Background: an optimization exercise with open tools, aiming at small area, a short achievable clock period and few clock cycles. Do not read the settings as production practice.
In this exercise RTL edits were held to simulation tests only and were not proved equivalent to the original.
No activity file was given, so power comes from the tool's default toggle rates.

==> flow/design.v <==
package sse_pkg;
    typedef enum logic [1:0] {
        OP_INSERT  = 2'd0,
        OP_DELETE  = 2'd1,
        OP_ASCEND  = 2'd2,
        OP_DESCEND = 2'd3
    } op_t;
    typedef enum logic [2:0] {
        ST_INSERTED  = 3'd0,
        ST_DUPLICATE = 3'd1,
        ST_FULL      = 3'd2,
        ST_DELETED   = 3'd3,
        ST_NOT_FOUND = 3'd4,
        ST_LISTED    = 3'd5,
        ST_EMPTY     = 3'd6
    } status_t;
    localparam int VALUE_W = 32;
endpackage
module sorted_set_engine #(
    parameter int CAPACITY = 32
) (
    input  logic        aclk,
    input  logic        aresetn,
    input  logic        s_tvalid,
    output logic        s_tready,
    input  logic [31:0] s_tdata,    
    input  logic [1:0]  s_tuser,    
    output logic        m_tvalid,
    input  logic        m_tready,
    output logic [31:0] m_tdata,    
    output logic [2:0]  m_tuser,    
    output logic        m_tlast
);
    localparam int N  = CAPACITY;
    localparam int W  = sse_pkg::VALUE_W;
    localparam int OW = $clog2(CAPACITY + 1);
    localparam int PW = $clog2(CAPACITY);
    logic signed [W-1:0] slot_reg [N];
    logic [PW-1:0]       rank_reg [N];
    logic [N-1:0]        valid_reg;
    logic [N-1:0]        valid_next;
    logic [OW-1:0]       occ_reg;
    logic [OW-1:0]       occ_next;
    logic                c_valid;
    logic [1:0]          c_op;
    logic signed [W-1:0] c_val;
    logic [N-1:0]        c_lt;      
    logic [N-1:0]        c_eq;      
    logic                c_dup;     
    logic [PW-1:0]       c_pos;     
    logic [PW-1:0]       c_rem;     
    logic                pr_valid;
    logic [N-1:0]        pr_slot;
    logic [3:0]          pr_cnt [4];
    logic                o_valid;
    logic [W-1:0]        o_data;
    logic [2:0]          o_user;
    logic                o_last;
    logic                k_valid;
    logic [W-1:0]        k_data;
    logic [2:0]          k_user;
    logic                k_last;
    logic                rdy_reg;
    logic full;
    logic empty;
    logic fire;
    logic c_list;
    logic do_ins;
    logic do_del;
    logic c_last;
    logic c_done;
    logic accept;
    logic signed [W-1:0] a_val;      
    assign full   = (occ_reg == OW'(N));
    assign empty  = (occ_reg == '0);
    assign c_list = c_op[1];
    assign c_dup  = |c_eq;
    assign fire   = c_valid && !(o_valid && k_valid) && !(c_list && pr_valid);
    assign do_ins = fire && (c_op == sse_pkg::OP_INSERT) && !c_dup && !full;
    assign do_del = fire && (c_op == sse_pkg::OP_DELETE) && c_dup;
    assign c_last = !c_list || empty || (c_rem == '0);
    assign c_done = fire && c_last;
    assign accept = s_tvalid && rdy_reg;
    assign a_val  = s_tdata;
    logic [N-1:0] free_1h;
    logic [N-1:0] wr;
    always_comb begin
        logic seen;
        seen = 1'b0;
        for (int i = 0; i < N; i++) begin
            free_1h[i] = !valid_reg[i] && !seen;
            seen       = seen || !valid_reg[i];
        end
    end
    assign wr = do_ins ? free_1h : '0;
    logic [3:0] grp_cnt [4];
    for (genvar g = 0; g < 4; g++) begin : g_grp
        logic [7:0] x;
        logic [1:0] s2 [4];
        logic [2:0] s3 [2];
        assign x = c_lt[g*8 +: 8];
        for (genvar k = 0; k < 4; k++) begin : g_s2
            assign s2[k] = {1'b0, x[2*k]} + {1'b0, x[2*k+1]};
        end
        assign s3[0] = {1'b0, s2[0]} + {1'b0, s2[1]};
        assign s3[1] = {1'b0, s2[2]} + {1'b0, s2[3]};
        assign grp_cnt[g] = {1'b0, s3[0]} + {1'b0, s3[1]};
    end
    logic          pr_inc;
    logic          pr_dec;
    logic [PW-1:0] pr_rank;
    assign pr_inc  = do_ins && |(pr_slot & ~c_lt);
    assign pr_dec  = do_del && |(pr_slot & ~c_lt & ~c_eq);
    assign pr_rank = (PW'(pr_cnt[0]) + PW'(pr_cnt[1])) + (PW'(pr_cnt[2]) + PW'(pr_cnt[3]))
                     + (pr_inc ? PW'(1) : (pr_dec ? '1 : '0));
    always_comb begin
        for (int i = 0; i < N; i++) begin
            valid_next[i] = (valid_reg[i] && !(do_del && c_eq[i])) || wr[i];
        end
    end
    always_comb begin
        occ_next = occ_reg;
        if (do_ins) begin
            occ_next = occ_reg + OW'(1);
        end else if (do_del) begin
            occ_next = occ_reg - OW'(1);
        end
    end
    logic [W-1:0] rd_val;
    always_comb begin
        rd_val = '0;
        for (int i = 0; i < N; i++) begin
            if (valid_reg[i] && (rank_reg[i] == c_pos)) begin
                rd_val = rd_val | slot_reg[i];
            end
        end
    end
    logic [W-1:0] r_data;
    logic [2:0]   r_user;
    logic         r_last;
    always_comb begin
        r_data = c_val;
        r_last = 1'b1;
        if (c_list) begin
            if (empty) begin
                r_user = sse_pkg::ST_EMPTY;
            end else begin
                r_user = sse_pkg::ST_LISTED;
                r_data = rd_val;
                r_last = (c_rem == '0);
            end
        end else if (c_op == sse_pkg::OP_INSERT) begin
            if (c_dup) begin
                r_user = sse_pkg::ST_DUPLICATE;
            end else if (full) begin
                r_user = sse_pkg::ST_FULL;
            end else begin
                r_user = sse_pkg::ST_INSERTED;
            end
        end else begin
            r_user = c_dup ? sse_pkg::ST_DELETED : sse_pkg::ST_NOT_FOUND;
        end
    end
    logic [N-1:0] lt_new;
    logic [N-1:0] eq_new;
    logic         ca_lt;
    logic         ca_eq;
    assign ca_lt = c_val < a_val;
    assign ca_eq = (c_val == a_val);
    for (genvar i = 0; i < N; i++) begin : g_cmp
        logic lt_raw;
        logic eq_raw;
        assign lt_raw    = (slot_reg[i] < a_val);
        assign eq_raw    = (slot_reg[i] == a_val);
        assign lt_new[i] = valid_next[i] && (wr[i] ? ca_lt : lt_raw);
        assign eq_new[i] = valid_next[i] && (wr[i] ? ca_eq : eq_raw);
    end
    logic          c_valid_n;
    logic [1:0]    c_op_n;
    logic [PW-1:0] c_rem_n;
    logic          o_valid_n;
    logic          k_valid_n;
    logic          pop;
    logic          fire_n;
    logic          c_last_n;
    logic          rdy_n;
    logic [PW-1:0] occ_m1;
    assign pop    = o_valid && m_tready;
    assign occ_m1 = PW'(occ_next - OW'(1));
    always_comb begin
        c_valid_n = accept || (c_valid && !c_done);
        c_op_n    = accept ? s_tuser : c_op;
        c_rem_n   = accept ? occ_m1 : ((fire && c_list) ? c_rem - PW'(1) : c_rem);
        if (!o_valid) begin
            o_valid_n = fire;
            k_valid_n = 1'b0;
        end else if (!k_valid) begin
            o_valid_n = fire || !pop;
            k_valid_n = fire && !pop;
        end else begin
            o_valid_n = 1'b1;
            k_valid_n = !pop;
        end
        fire_n   = c_valid_n && !(o_valid_n && k_valid_n) && !(c_op_n[1] && do_ins);
        c_last_n = !c_op_n[1] || (occ_next == '0) || (c_rem_n == '0);
        rdy_n    = !c_valid_n || (fire_n && c_last_n);
    end
    always_ff @(posedge aclk) begin
        for (int i = 0; i < N; i++) begin
            if (wr[i]) begin
                slot_reg[i] <= c_val;
            end
            if (pr_valid && pr_slot[i]) begin
                rank_reg[i] <= pr_rank;
            end else if (do_ins && valid_reg[i] && !c_lt[i]) begin
                rank_reg[i] <= rank_reg[i] + PW'(1);
            end else if (do_del && valid_reg[i] && !c_lt[i] && !c_eq[i]) begin
                rank_reg[i] <= rank_reg[i] - PW'(1);
            end
        end
        if (accept) begin
            c_op  <= s_tuser;
            c_val <= a_val;
            c_lt  <= lt_new;
            c_eq  <= eq_new;
            c_pos <= s_tuser[0] ? occ_m1 : '0;
        end else if (fire && c_list) begin
            c_pos <= c_op[0] ? c_pos - PW'(1) : c_pos + PW'(1);
        end
        c_rem <= c_rem_n;
        pr_slot <= free_1h;
        for (int g = 0; g < 4; g++) begin
            pr_cnt[g] <= grp_cnt[g];
        end
        if (!o_valid || pop) begin
            if (k_valid) begin
                o_data <= k_data;
                o_user <= k_user;
                o_last <= k_last;
            end else begin
                o_data <= r_data;
                o_user <= r_user;
                o_last <= r_last;
            end
        end
        if (!k_valid) begin
            k_data <= r_data;
            k_user <= r_user;
            k_last <= r_last;
        end
    end
    always_ff @(posedge aclk) begin
        if (!aresetn) begin
            valid_reg <= '0;
            occ_reg   <= '0;
            c_valid   <= 1'b0;
            o_valid   <= 1'b0;
            k_valid   <= 1'b0;
            pr_valid  <= 1'b0;
            rdy_reg   <= 1'b1;
        end else begin
            valid_reg <= valid_next;
            occ_reg   <= occ_next;
            c_valid   <= c_valid_n;
            o_valid   <= o_valid_n;
            k_valid   <= k_valid_n;
            pr_valid  <= do_ins;
            rdy_reg   <= rdy_n;
        end
    end
    assign s_tready = rdy_reg;
    assign m_tvalid = o_valid;
    assign m_tdata  = o_data;
    assign m_tuser  = o_user;
    assign m_tlast  = o_last;
endmodule
==> flow/run.sh <==
#!/bin/bash
# synth_recipe.tcl (not shown) runs the flow's synth.tcl, then flattens the netlist and writes it again
# the make line also repeats each setting of config.mk as NAME=value (left out here)
make -C /OpenROAD-flow-scripts/flow DESIGN_CONFIG=/design/flow/config.mk WORK_HOME=/design/flow/orfs CLKGATE_MAP_FILE= SYNTH_SCRIPT=/design/flow/synth_recipe.tcl finish
==> flow/config.mk <==
export PLATFORM = sky130hd
export DESIGN_NAME = sorted_set_engine
export DESIGN_NICKNAME = sorted_set_engine
export VERILOG_FILES = /design/flow/design.v
export SDC_FILE = /design/flow/constraint.sdc
export NUM_CORES = 4
export LEC_CHECK = 0
export CAP_MARGIN = 20
export CORE_MARGIN = 2
export CORE_UTILIZATION = 35
export PLACE_DENSITY = 0.45
export SETUP_SLACK_MARGIN = 3.0
export SLEW_MARGIN = 20
==> flow/constraint.sdc <==
create_clock -name core_clock -period 6.0 [get_ports {aclk}]
set_input_delay 1.2000 -clock core_clock [delete_from_list [all_inputs] [get_ports {aclk}]]
set_output_delay 1.2000 -clock core_clock [all_outputs]
set_load 0.01 [all_outputs]
==> metrics.md, run 1 <==
| Metric | Value |
|---|---|
| Setup skew after layout | ~0.054 ns |
| Total grt overflow | 0 |
| Drt drc | 0 |
| Avg Cell Area, Syn | roughly 12 um^2 |
| Post-Syn Nets | roughly 8100 |
| Leakage power | around 43 nW |
| Slew headroom | 0.200 |
| Final GP Congestion | between 1 and 1.5 |
| Post-DP HPWL | roughly 320000 um |
| Horiz. Die Dim | about 490 um |
| Status | finished clean |
| Ports | 76 |
| WP data arrival | 4.50 ns |
| Total power | between 30 and 40 mW |
| Syn Inst Count | ~6900 |
| Synth Register Bits | approximately 1500 |
| Global-route wire length before repair | 628000 um |
| Synth Area in Compound Gates | 0.148 |
| Most common cell after layout, fill and taps aside | edfxtp_1 |
| CTS tree | yes |
| Main combinational cell family by area after synthesis | adder cells |
| Fill count | about 21000 |
| Slowest cell on crit path | fa_2 |
| Clock latency on the worst-skew pair | roughly 0.9 ns |
| Final Worst Setup Slack | ~2.1 ns |
| Num CTS Buffers | 178 |
| Drt pass-1 iters | 9 |
| Maximum clock path buffer count | 3 |
| CP Max Fanout | 5 |
| Top FF cell, synth | edfxtp_1 |
| Vias per std cell | about 6.5 |
| Area Growth Syn to Fin | 34.6% |
| Delay of the slowest critical-path stage | approximately 0.67 ns |
| Hold_sp | k_data[4] |
| Fraction of layout cells with a size suffix above 1 | 0.278 |
| Initial Utilization | 0.352 |
| Critical Path Source | c_eq[26] |
| Total GRT Usage | 0.384 |
| Top sig layer | met5 |
| Die area | 243000 um^2 |
| Met1 WL | about 180000 um |
| Htree depth | 4 |
| Die Ht | 493 um |
| Setup crit end kind | flop |
| WL met3 | ~61000 um |
| Vias in the first global route | ~70000 |
| Startpoint types | flop |
| Worst r2r src | c_eq[26] |
| Max reg flops | a little over 1000 |
| Netlist Area Pre-Place | roughly 84000 um^2 |
| Largest net degree at the start of global routing | 85 |
| Synth Area in Adders | 0.190 |
| Clk sink count | approximately 1500 |
| CP required | 6.60 ns |
| Seq/Total Area, Yosys | 0.506 |
| RSZ-0062 raised after global routing | true |
| Final Hold Fails | 0 |
| Initial antenna violation count | 40 |
| Core box area | roughly 240000 um^2 |
| Routed WL | 486000 um |
| Detail Route Antenna Nets | 0 |
| CP Class | flop to flop |
| Initial DRC count | between 10000 and 15000 |
| Routed wl met2 | roughly 200000 um |
| Max Cap Violations | 0 |
| Cell area after placement | 90900 um^2 |
| Post-synth EDFFs | ~1300 |
| Post-synthesis mux area share | 0.0111 |
| Root cell of the clock tree | clkbuf_16 |
| Fmax | between 200 and 300 MHz |
| Commonest non-fill, non-tap cells in the layout | edfxtp_1, ha_1, buf_4 |
| Endpoints failing setup | 0 |
| Worst hold-check path type | flop to flop |
| Final cycle utilization of the critical path | 0.650 |
| Clk slew on worst S/H paths | roughly 0.06 ns |
| Row cnt | around 180 |
| Post-Synth XOR/XNOR Area | 0.0340 |
| Actual slew at the worst max-slew pin | 1.20 ns |
| Post-synthesis share of cell area spent on and, or, nand and nor gates | 0.0934 |
| Via Count | 73600 |
| Pwr dens | 323 nW/um^2 |
| Critical-path cell list | nor4_2, and4_4, and2_4, nor2b_4, buf_6, o21ai_4, inv_2, fa_2, ha_4, inv_2, fa_2, buf_6, buf_12, buf_16, o21ai_2 |
| Slew Viols, Final | 0 |
| Hold slack | roughly 0.44 ns |
| Period minus WS final | around 3.9 ns |
| Async set-reset flop share out of synthesis | 0 |
| # nets final | a little over 9000 |
| Final Cell Area | about 110000 um^2 |
| Library cells used by synthesis | 80 |
| Register area | ~42000 um^2 |
| Synth warnings | 13 |
| Worst IR drop on VDD | about 0.94 mV |
| Port bufs | 75 |
| DP Worst Slack | -0.183 ns |
| Area taken by multi-input logic gates | 45500 um^2 |
| Routed length per instance | roughly 43 um |
synth_stat cells (21+ instances only):
master    number  area (um^2)
or3_1         25          156
a221oi_1     129         1130
a22o_1       120         1050
o21ai_0      347         1740
mux2i_1       41          410
ha_1        1176        14700
dfxtp_1      133         2660
a222oi_1      32          320
a32o_1        22          220
xnor2_1      162         1420
nor2b_1       76          475
nand2_1      420         1580
or4_1         21          158
edfxtp_1    1322        39700
a22oi_1      210         1580
nor3_1        85          425
o22ai_1       66          413
and3_1        33          206
a21o_1       283         2120
clkbuf_1     182          683
nand2b_1      71          444
inv_1        170          638
nor2_1       205          769
nand3_1      136          681
nor4_1        59          369
a21oi_1      458         2290
o21a_1        32          240
fa_1          60         1200
nand4_1      319         2000
a211oi_1      35          263
xor2_1       163         1430
mux2_2        46          518
critical path, delay by kind of cell, from the launching register on:
kind / cells / cell delay, ns
AO/OA/AOI/OAI: 2 / 0.12
adder cells (fa/ha/maj): 3 / 1.39
buffers and inverters: 6 / 0.65
flip-flops: 1 / 0.55
AND/OR/NAND/NOR: 4 / 0.88
metal layers:
layer  vias up  track usage
li1      29400            -
met1     37000        0.480
met2      5545        0.544
met3      1586        0.131
met4        24        0.294
met5         -            0
final cells by class:
| class | instances | area share |
|---|---|---|
| Inverter | 172 | 0.00808 |
| Antenna cell | 19 | 0.000422 |
| Timing Repair Buffer | 1074 | 0.125 |
| Clock buffer | 234 | 0.0426 |
| Sequential cell | 1455 | 0.376 |
| Clock inverter | 99 | 0.00851 |
| Timing Repair inverter | 3 | 0.000233 |
| Multi-Input combinational cell | 5026 | 0.404 |
| Tap cell | 3167 | 0.0351 |
through the flow:
step / utilization / TNS [ns] / cells
after floorplan: - / 0 / 6868
after global placement: 0.382 / -0.234 / 10200
after global routing: 0.474 / 0 / 11200
after CTS: 0.459 / 0 / 11100
after detailed placement: 0.382 / -0.183 / 10200
final: 0.474 / 0 / 11200
path summary, 6_finish.rpt:
check	slack [ns]	depth (start not counted)	endpoint
max reg2reg	2.10	15	rank_reg[26][2]
min	0.44	2	k_data[4]
min reg2reg	0.44	2	k_data[4]
max	2.10	15	rank_reg[26][2]
cell families (layout without fill, tap and decap cells):
group,after synthesis,count (layout)
multiplexers,87,87
adder cells (fa/ha/maj),1236,1236
flip-flops,1455,1455
other,0,19
buffers and inverters,392,1582
AND/OR/NAND/NOR,1521,1524
AO/OA/AOI/OAI,1852,1854
XOR/XNOR,325,325
power by group:
part           total [mW]  internal [mW]  switching (mW)
combinational        13.7           6.01            7.67
clock                11.1           6.19            4.93
sequential           11.6           11.4           0.202
repair_timing:
action | CTS | global route
endpoints found under the hold margin | 0 | 0
setup buffers | 462 | 132
setup endpoints to repair | 1511 | 1298
hold buffers | 0 | 0
gates cloned | 84 | 17
gates resized for setup | 1305 | 416
pin swaps | 309 | 257
Testbench counts, summed over its fixed seeds: cycles 12,158.
==> run 2: changes to the inputs <==
--- a/flow/design.v
+++ b/flow/design.v
@@ -108,11 +108,12 @@
     end
     logic          pr_inc;
     logic          pr_dec;
+    logic [PW-1:0] pr_sum;
     logic [PW-1:0] pr_rank;
     assign pr_inc  = do_ins && |(pr_slot & ~c_lt);
     assign pr_dec  = do_del && |(pr_slot & ~c_lt & ~c_eq);
-    assign pr_rank = (PW'(pr_cnt[0]) + PW'(pr_cnt[1])) + (PW'(pr_cnt[2]) + PW'(pr_cnt[3]))
-                     + (pr_inc ? PW'(1) : (pr_dec ? '1 : '0));
+    assign pr_sum  = (PW'(pr_cnt[0]) + PW'(pr_cnt[1])) + (PW'(pr_cnt[2]) + PW'(pr_cnt[3]));
+    assign pr_rank = pr_inc ? pr_sum + PW'(1) : (pr_dec ? pr_sum - PW'(1) : pr_sum);
     always_comb begin
         for (int i = 0; i < N; i++) begin
             valid_next[i] = (valid_reg[i] && !(do_del && c_eq[i])) || wr[i];
@@ -207,7 +208,7 @@
     end
     always_ff @(posedge aclk) begin
         for (int i = 0; i < N; i++) begin
-            if (wr[i]) begin
+            if (!valid_reg[i]) begin
                 slot_reg[i] <= c_val;
             end
             if (pr_valid && pr_slot[i]) begin
--- a/flow/config.mk
+++ b/flow/config.mk
@@ -7,7 +7,7 @@
 export LEC_CHECK = 0
 export CAP_MARGIN = 20
 export CORE_MARGIN = 2
-export CORE_UTILIZATION = 35
-export PLACE_DENSITY = 0.45
+export CORE_UTILIZATION = 40
+export PLACE_DENSITY = 0.5
 export SETUP_SLACK_MARGIN = 3.0
 export SLEW_MARGIN = 20
==> run 2 against run 1 <==
Effect of this change:
- worst setup slack improved by 0.37 ns
- cell area fell by 0.82%
- non-clock buffer count fell by 86
- highest routed layer unchanged
- still clean on timing, DRC and antenna
==> metrics.md, run 2 <==
| Metric | Value |
|---|---|
| Reg2reg path depth | 14 (-1) |
| Final GP Congestion | 1.04 (-2.0%) |
| Worst IR drop on VDD | 3.21 mV (+240%) |
| Routed wl met2 | 190000 um (-3.8%) |
| Vias per std cell | 6.75 (+3.2%) |
| Maximum clock path buffer count | 3 (unchanged) |
| CP Max Fanout | 7 (+2) |
| CP Class | primary input to flop |
| Area Growth Syn to Fin | 34.3% |
| Async set-reset flop share out of synthesis | 0 (unchanged) |
| Clock latency on the worst-skew pair | 0.87 ns (-0.03 ns) |
| Clk slew on worst S/H paths | 0.06 ns (about the same) |
| Top cells by count, synth | edfxtp_1, ha_1, a21oi_1 |
| Htree depth | 4 (unchanged) |
| Slew Viols, Final | 0 (unchanged) |
| Setup crit end kind | flop |
| Synth Register Bits | 1455 (unchanged) |
| Final Hold Fails | 0 (unchanged) |
| Startpoint types | primary input |
| Num CTS Buffers | 172 (-3.4%) |
| Max Cap Violations | 0 (unchanged) |
| DP Worst Slack | 0.183 ns (+0.366 ns) |
| RSZ-0062 raised after global routing | true |
| CP required | 6.61 ns (about the same) |
| Top FF cell, synth | edfxtp_1 |
| Period minus WS final | 3.53 ns (-0.365 ns) |
| Root cell of the clock tree | clkbuf_16 |
| Fraction of layout cells with a size suffix above 1 | 0.294 (+0.0155) |
| Met1 WL | 171000 um (-5.1%) |
| Setup TNS | 0 ns (unchanged) |
| Seq/Total Area, Yosys | 0.509 (+0.00306) |
| Detail Route Antenna Nets | 0 (unchanged) |
| Cell taking the most area after synthesis | edfxtp_1 |
| Initial Utilization | 0.402 (+0.0499) |
| Post-Syn Nets | 8098 (-0.54%) |
| Horiz. Die Dim | 460 um (-6.7%) |
| Syn Inst Count | 6826 (-0.61%) |
| Final cycle utilization of the critical path | 0.589 (-0.0609) |
| Top sig layer | met5 |
| Synth Area in Adders | 0.191 (+0.000577) |
| Routed length per instance | 43.8 um (+1.3%) |
| Row cnt | 167 (-6.7%) |
| WL met3 | 62100 um (+2.4%) |
| # nets final | 9075 (-1.2%) |
| Die Ht | 460 um (-6.7%) |
| Final Worst Setup Slack | 2.47 ns (+0.365 ns) |
| Die area | 212000 um^2 (-13%) |
| Count leader, synth | edfxtp_1 |
| Total power | 43.4 mW (+19%) |
| Slew headroom | 0.157 (-0.0436) |
| Post-synth EDFFs | 1322 (unchanged) |
| Clk sink count | 1455 (unchanged) |
| Placed cell count | 9791 (-4.0%) |
| Vias in the first global route | 67600 (-0.68%) |
| Setup skew after layout | 0.0337 ns (-0.0205 ns) |
| Fin cells | 10800 (-4.4%) |
| Worst hold-check path type | flop to flop |
| Post-DP HPWL | 291000 um (-9.2%) |
| Global-route wire length before repair | 602000 um (-4.1%) |
| Netlist Area Pre-Place | 83200 um^2 (-0.60%) |
| Initial DRC count | 12200 (+7.9%) |
| Cell area after placement | 90300 um^2 (-0.70%) |
| Actual slew at the worst max-slew pin | 1.27 ns (+0.0655 ns) |
| Synth warnings | 13 (unchanged) |
| Area share of the largest cell type after synthesis | 0.477 (+0.00286) |
| Synth Area in Compound Gates | 0.152 (+0.00447) |
| Avg Cell Area, Syn | 12.2 um^2 (about the same) |
| Post-Synth XOR/XNOR Area | 0.0338 (-0.000215) |
| Drt drc | 0 (unchanged) |
| Commonest non-fill, non-tap cells in the layout | edfxtp_1, ha_1, buf_4 |
| Worst Hold Depth | 2 (unchanged) |
| Most common cell after layout, fill and taps aside | edfxtp_1 |
| Core box area | 207000 um^2 (-13%) |
| Initial antenna violation count | 30 (-25%) |
| WP data arrival | 4.14 ns (-0.36 ns) |
| Fmax | 283 MHz (+10%) |
| Endpoints failing setup | 0 (unchanged) |
| Port bufs | 75 (unchanged) |
| CTS Hold Buffers Added | 0 (unchanged) |
| Post-synthesis share of cell area spent on and, or, nand and nor gates | 0.0914 (-0.00205) |
| Leakage power | 44.4 nW (+2.2%) |
| Largest net degree at the start of global routing | 78 (-8.2%) |
| Routed WL | 471000 um (-3.2%) |
| Fill count | 17300 (-18%) |
| Via Count | 72600 (-1.3%) |
| Max reg flops | 1024 (unchanged) |
| Total grt overflow | 0 (unchanged) |
| Final Cell Area | 112000 um^2 (-0.82%) |
| Status | finished clean |
| Drt pass-1 iters | 7 (-2) |
| Pwr dens | 388 nW/um^2 (+20%) |
| Main combinational cell family by area after synthesis | adder cells |
| Post-synthesis mux area share | 0.00740 (-0.00369) |
| CTS tree | yes |
| Library cells used by synthesis | 73 (-8.8%) |
| Top cells by area, synth | edfxtp_1, ha_1, dfxtp_1 |
| Total GRT Usage | 0.424 (+0.0395) |
| Ports | 76 (unchanged) |
==> run 2: cell count changes after synthesis, moves of 25 or more <==
cell	previous run	this run
xnor2_1	162	240
clkbuf_1	182	138
nand2_1	420	394
nand4_1	319	351
o21ai_0	347	320
nor2_1	205	239
a21oi_1	458	487
nand2b_1	71	99
a22oi_1	210	251
mux2_2	46	12
o21ai_1	3	35
and3_1	33	8
xor2_1	163	81
==> run 2: report_power, final <==
group,leakage (nW),switching [mW],internal [mW]
Combinational,26.8,11.4,7.76
Sequential,14.8,0.968,12.2
Clock,2.79,4.64,6.43
==> run 2: through the flow <==
stage / hold slack (ns) / utilization
after floorplan: 0.423 / -
after global placement: 0.443 / 0.436
after global routing: 0.466 / 0.540
after CTS: 0.448 / 0.519
after detailed placement: 0.454 / 0.436
final: 0.445 / 0.540
==> run 2: area by class of cell <==
class	instances	area, um^2	share of cell area
clock buffer	230	4770	0.0427
timing repair buffer	988	12200	0.109
clock inverter	88	985	0.00881
tap	2788	3490	0.0312
antenna	22	55.1	0.000492
inverter	159	722	0.00646
multi-input combinational	5027	47200	0.422
sequential	1455	42400	0.379
==> run 2: cell families after synthesis <==
group	Yosys count
AO/OA/AOI/OAI	1915
AND/OR/NAND/NOR	1496
flip-flops	1455
adder cells (fa/ha/maj)	1234
buffers and inverters	345
XOR/XNOR	321
multiplexers	60
==> run 2: path summary, 6_finish.rpt <==
| path | start | slack [ns] | to |
|---|---|---|---|
| max | s_tdata[17] | 2.47 | c_lt[20] |
| min | k_data[19] | 0.44 | k_data[19] |
| max reg2reg | c_eq[15] | 2.48 | rank_reg[10][4] |
| min reg2reg | k_data[19] | 0.44 | k_data[19] |
==> run 2: worst max-delay path, cell delays in order <==
cell,delay (ns)
buf_8,0.07
clkinvlp_4,0.21
buf_12,0.21
buf_6,0.11
buf_16,0.15
buf_4,0.15
ha_4,0.25
nand4_1,0.55
nor4_4,0.47
nand2_2,0.16
o311ai_4,0.29
xnor2_2,0.20
o2bb2ai_2,0.08
==> run 2: repair_timing <==
action                                  4_1_cts  5_1_grt
endpoints found under the setup margin      510      389
pin swaps                                   517      384
gates resized for setup                    1421      565
cloned                                       61       17
buffers inserted                            398      150
==> run 2: layer usage <==
layer	vias up	GRT usage
met5	-	0.00299
met4	32	0.337
met3	1568	0.141
met2	5602	0.598
met1	36200	0.528
li1	29100	-
Testbench counts of run 2, summed over its fixed seeds: cycles 12,158.

-- static timing again, ports no longer ideal --
No port has a modelled driver above. Below, the same layouts with a new extraction and two added sets of constraints.
Step 1 (the two cells are an assumption about what drives the block):
set clk [get_ports {aclk}]
set_driving_cell -lib_cell sky130_fd_sc_hd__clkbuf_16 $clk
set_driving_cell -lib_cell sky130_fd_sc_hd__buf_2 [delete_from_list [all_inputs] $clk]
Step 2 times the ports against the registers' clock, not the clock port: input delays grow and output delays shrink by t, the midpoint of the rising clock arrivals with the driver on.
a / b / c = no drivers / after step 1 / after step 2; a / b = the first two.
run	shift t [ns]	setup slack, ns	worst hold slack (ns)	worst setup path at the end	pins driven straight from the clock port
run 1	0.970	2.102 / 2.102 / 1.450	0.443 / 0.443 / 0.443	input to register	1
run 2	0.941	2.467 / 2.479 / 1.558	0.445 / 0.445 / 0.445	input to register	1
After both steps every run listed still meets setup and hold. For run 2, which loses most, drivers alone change the setup slack by +0.012 ns; drivers and shift together by -0.909 ns.
